Background: an optimization exercise with open tools, aiming at small area, a short achievable clock period and few clock cycles per item. Do not read the settings as production practice.
Function was checked by simulation only, so behaviour that the tests miss may differ from the original.
No activity file was given, so power comes from the tool's default toggle rates.

==> flow/design.v <==
`timescale 1ns/1ps
package router_pkg;
  localparam int flit_w = 32;
  localparam int coord_w = 2;
  localparam int num_ports = 5;
  localparam int port_n = 0;
  localparam int port_e = 1;
  localparam int port_w = 2;
  localparam int port_s = 3;
  localparam int port_l = 4;
  typedef logic [flit_w-1:0] flit_t;
  typedef logic [num_ports-1:0] port_vec_t;
  localparam int num_stages = 3;
  localparam logic [num_stages*num_ports-1:0] stage_members = {
    5'b11001,    
    5'b00100,    
    5'b00010     
  };
endpackage
`timescale 1ns/1ps
module route_compute #(
  parameter int cur_x = 0,
  parameter int cur_y = 0
) (
  input  router_pkg::flit_t     flit,
  output router_pkg::port_vec_t route
);
  logic [router_pkg::coord_w-1:0] dst_x;
  logic [router_pkg::coord_w-1:0] dst_y;
  logic [router_pkg::coord_w-1:0] here_x;
  logic [router_pkg::coord_w-1:0] here_y;
  assign dst_y = flit[29:28];
  assign dst_x = flit[27:26];
  assign here_x = router_pkg::coord_w'(cur_x);
  assign here_y = router_pkg::coord_w'(cur_y);
  always_comb begin
    route = '0;
    if (dst_x > here_x) begin
      route[router_pkg::port_e] = 1'b1;
    end else if (dst_x < here_x) begin
      route[router_pkg::port_w] = 1'b1;
    end else if (dst_y > here_y) begin
      route[router_pkg::port_s] = 1'b1;
    end else if (dst_y < here_y) begin
      route[router_pkg::port_n] = 1'b1;
    end else begin
      route[router_pkg::port_l] = 1'b1;
    end
  end
endmodule
`timescale 1ns/1ps
module output_arbiter #(
  parameter router_pkg::port_vec_t members = '1
) (
  input  logic                  clk,
  input  logic                  rst,
  input  logic [router_pkg::num_ports-1:0][router_pkg::flit_w-1:0] rx_data,
  input  router_pkg::port_vec_t rx_rts,
  input  router_pkg::port_vec_t req,        
  input  logic [router_pkg::num_ports-1:0][router_pkg::num_ports-1:0] route,   
  output router_pkg::port_vec_t take,       
  output router_pkg::port_vec_t owner,      
  output router_pkg::flit_t     tx_data,    
  output router_pkg::port_vec_t tx_rts,     
  input  router_pkg::port_vec_t tx_dcts
);
  localparam int np = router_pkg::num_ports;
  router_pkg::port_vec_t own;        
  logic                  busy;
  router_pkg::port_vec_t pkt_dest;   
  logic                  ready;
  logic                  load;
  logic                  free;
  router_pkg::flit_t     sel_flit;
  router_pkg::port_vec_t pick_route;
  router_pkg::port_vec_t after;
  router_pkg::port_vec_t req_hi;
  router_pkg::port_vec_t pick;
  assign owner = busy ? own : '0;
  assign ready = ((tx_rts & ~tx_dcts & members) == '0);
  assign take = ready ? (owner & rx_rts) : '0;
  assign load = (take != '0);
  always_comb begin : xbar
    sel_flit = '0;
    pick_route = '0;
    for (int i = 0; i < np; i++) begin
      if (own[i]) begin
        sel_flit = sel_flit | rx_data[i];
      end
      if (pick[i]) begin
        pick_route = pick_route | route[i];
      end
    end
  end
  assign free = !busy || (load && sel_flit[31]);
  always_comb begin
    after[0] = 1'b0;
    for (int p = 1; p < np; p++) begin
      after[p] = after[p-1] | own[p-1];
    end
  end
  assign req_hi = req & after;
  assign pick = (req_hi != '0) ? (req_hi & ~(req_hi - 1'b1)) : (req & ~(req - 1'b1));
  always_ff @(posedge clk) begin
    if (rst) begin
      busy <= 1'b0;
      own  <= router_pkg::port_vec_t'(1) << router_pkg::port_l;
    end else if (free) begin
      busy <= (req != '0);
      if (req != '0) begin
        own      <= pick;
        pkt_dest <= pick_route & members;
      end
    end
  end
  always_ff @(posedge clk) begin
    if (load) begin
      tx_data <= sel_flit;
    end
  end
  always_ff @(posedge clk) begin
    if (rst) begin
      tx_rts <= '0;
    end else if (load) begin
      tx_rts <= pkt_dest;
    end else if (ready) begin
      tx_rts <= '0;
    end
  end
endmodule
`timescale 1ns/1ps
module noc_router #(
  parameter int cur_x = 0,
  parameter int cur_y = 0
) (
  input  logic                            clk,
  input  logic                            rst,
  input  logic [router_pkg::num_ports-1:0][router_pkg::flit_w-1:0] rx_data,
  input  logic [router_pkg::num_ports-1:0] rx_rts,
  output logic [router_pkg::num_ports-1:0] rx_dcts,
  output logic [router_pkg::num_ports-1:0][router_pkg::flit_w-1:0] tx_data,
  output logic [router_pkg::num_ports-1:0] tx_rts,
  input  logic [router_pkg::num_ports-1:0] tx_dcts
);
  localparam int np = router_pkg::num_ports;
  localparam int ns = router_pkg::num_stages;
  logic [np-1:0][np-1:0] route;       
  logic [ns-1:0][np-1:0] st_req;      
  logic [ns-1:0][np-1:0] st_take;     
  logic [ns-1:0][np-1:0] st_owner;    
  logic [ns-1:0][np-1:0] st_rts;      
  logic [ns-1:0][router_pkg::flit_w-1:0] st_data;
  logic [np-1:0]         in_pkt;      
  for (genvar i = 0; i < np; i++) begin : g_in
    route_compute #(
      .cur_x (cur_x),
      .cur_y (cur_y)
    ) i_route_compute (
      .flit  (rx_data[i]),
      .route (route[i])
    );
  end
  always_comb begin : link
    in_pkt  = '0;
    rx_dcts = '0;
    tx_rts  = '0;
    for (int s = 0; s < ns; s++) begin
      in_pkt  = in_pkt | st_owner[s];
      rx_dcts = rx_dcts | st_take[s];
      tx_rts  = tx_rts | st_rts[s];
    end
    for (int s = 0; s < ns; s++) begin
      for (int i = 0; i < np; i++) begin
        st_req[s][i] = rx_rts[i] & !in_pkt[i] & ((route[i] & router_pkg::stage_members[s*np +: np]) != '0);
      end
    end
    for (int o = 0; o < np; o++) begin
      tx_data[o] = '0;
      for (int s = 0; s < ns; s++) begin
        if (router_pkg::stage_members[s*np + o]) begin
          tx_data[o] = st_data[s];
        end
      end
    end
  end
  for (genvar s = 0; s < ns; s++) begin : g_stage
    output_arbiter #(
      .members (router_pkg::stage_members[s*np +: np])
    ) i_output_arbiter (
      .clk     (clk),
      .rst     (rst),
      .rx_data (rx_data),
      .rx_rts  (rx_rts),
      .req     (st_req[s]),
      .route   (route),
      .take    (st_take[s]),
      .owner   (st_owner[s]),
      .tx_data (st_data[s]),
      .tx_rts  (st_rts[s]),
      .tx_dcts (tx_dcts)
    );
  end
endmodule
`timescale 1ns/1ps
module router_top (
  input  logic         clk,
  input  logic         rst,
  input  logic [159:0] rx_data,
  input  logic [4:0]   rx_rts,
  output logic [4:0]   rx_dcts,
  output logic [159:0] tx_data,
  output logic [4:0]   tx_rts,
  input  logic [4:0]   tx_dcts
);
  noc_router #(
    .cur_x (1),
    .cur_y (1)
  ) i_noc_router (
    .clk     (clk),
    .rst     (rst),
    .rx_data (rx_data),
    .rx_rts  (rx_rts),
    .rx_dcts (rx_dcts),
    .tx_data (tx_data),
    .tx_rts  (tx_rts),
    .tx_dcts (tx_dcts)
  );
endmodule
clock: 5.0 ns
lec_check: 0
cap_margin: 20
core_margin: 2
core_utilization: 30
place_density: 0.4
slew_margin: 20
run.sh (not shown) runs the stock make flow with config.mk's settings and CLKGATE_MAP_FILE= SYNTH_SCRIPT=/design/flow/synth_recipe.tcl, a recipe that flattens the netlist after the stock synthesis.
Testbench counts at the start, summed over its fixed seeds: cycles 5,996, flits 10,803.
Rerun with:
--- a/flow/design.v
+++ b/flow/design.v
@@ -7,16 +7,15 @@
   localparam int port_e = 1;
   localparam int port_w = 2;
   localparam int port_s = 3;
   localparam int port_l = 4;
   typedef logic [flit_w-1:0] flit_t;
   typedef logic [num_ports-1:0] port_vec_t;
-  localparam int num_stages = 3;
+  localparam int num_stages = 2;
   localparam logic [num_stages*num_ports-1:0] stage_members = {
-    5'b11001,    
-    5'b00100,    
+    5'b11101,    
     5'b00010     
   };
 endpackage
 `timescale 1ns/1ps
 module route_compute #(
   parameter int cur_x = 0,
Outcome:
- total power came out lower by 30%
- maximum frequency went down by about 7.5%
- global-route usage decreases by 3.0 points
- area after synthesis drops by about 25%
- routed wire length went down by about 30%
- worst hold slack loses 0.012 ns
- design area decreases by about 23%
Testbench counts after the change, summed over its fixed seeds: cycles 6,621, flits 10,803.

-- separate check: timing with driven ports --
In the flow no input, the clock included, has a driving cell. The finished layouts below were timed again as built, in two steps.
Step 1, drivers: a clkbuf_16 drives clk and a buf_2 each remaining input, both assumed.
Step 2 times the ports against the registers' clock, not the clock port: input delays grow and output delays shrink by t, the midpoint of the rising clock arrivals with the driver on.
Slacks: no drivers / after step 1 / after step 2; pairs: no drivers / after step 1.
| run | shift t [ns] | slack for setup (ns) | latest minus earliest clock arrival (ns) | worst register clock-pin slew, ns |
|---|---|---|---|---|
| the first run | 0.456 | 1.224 / 1.201 / 1.201 | 0.018 / 0.018 | 0.07 / 0.07 |
| the second run | 0.381 | 0.918 / 0.894 / 0.894 | 0.010 / 0.010 | 0.07 / 0.07 |
After both steps every run listed still meets setup and hold. For the second run, which loses most, drivers alone change the setup slack by -0.024 ns; drivers and shift together by -0.024 ns.
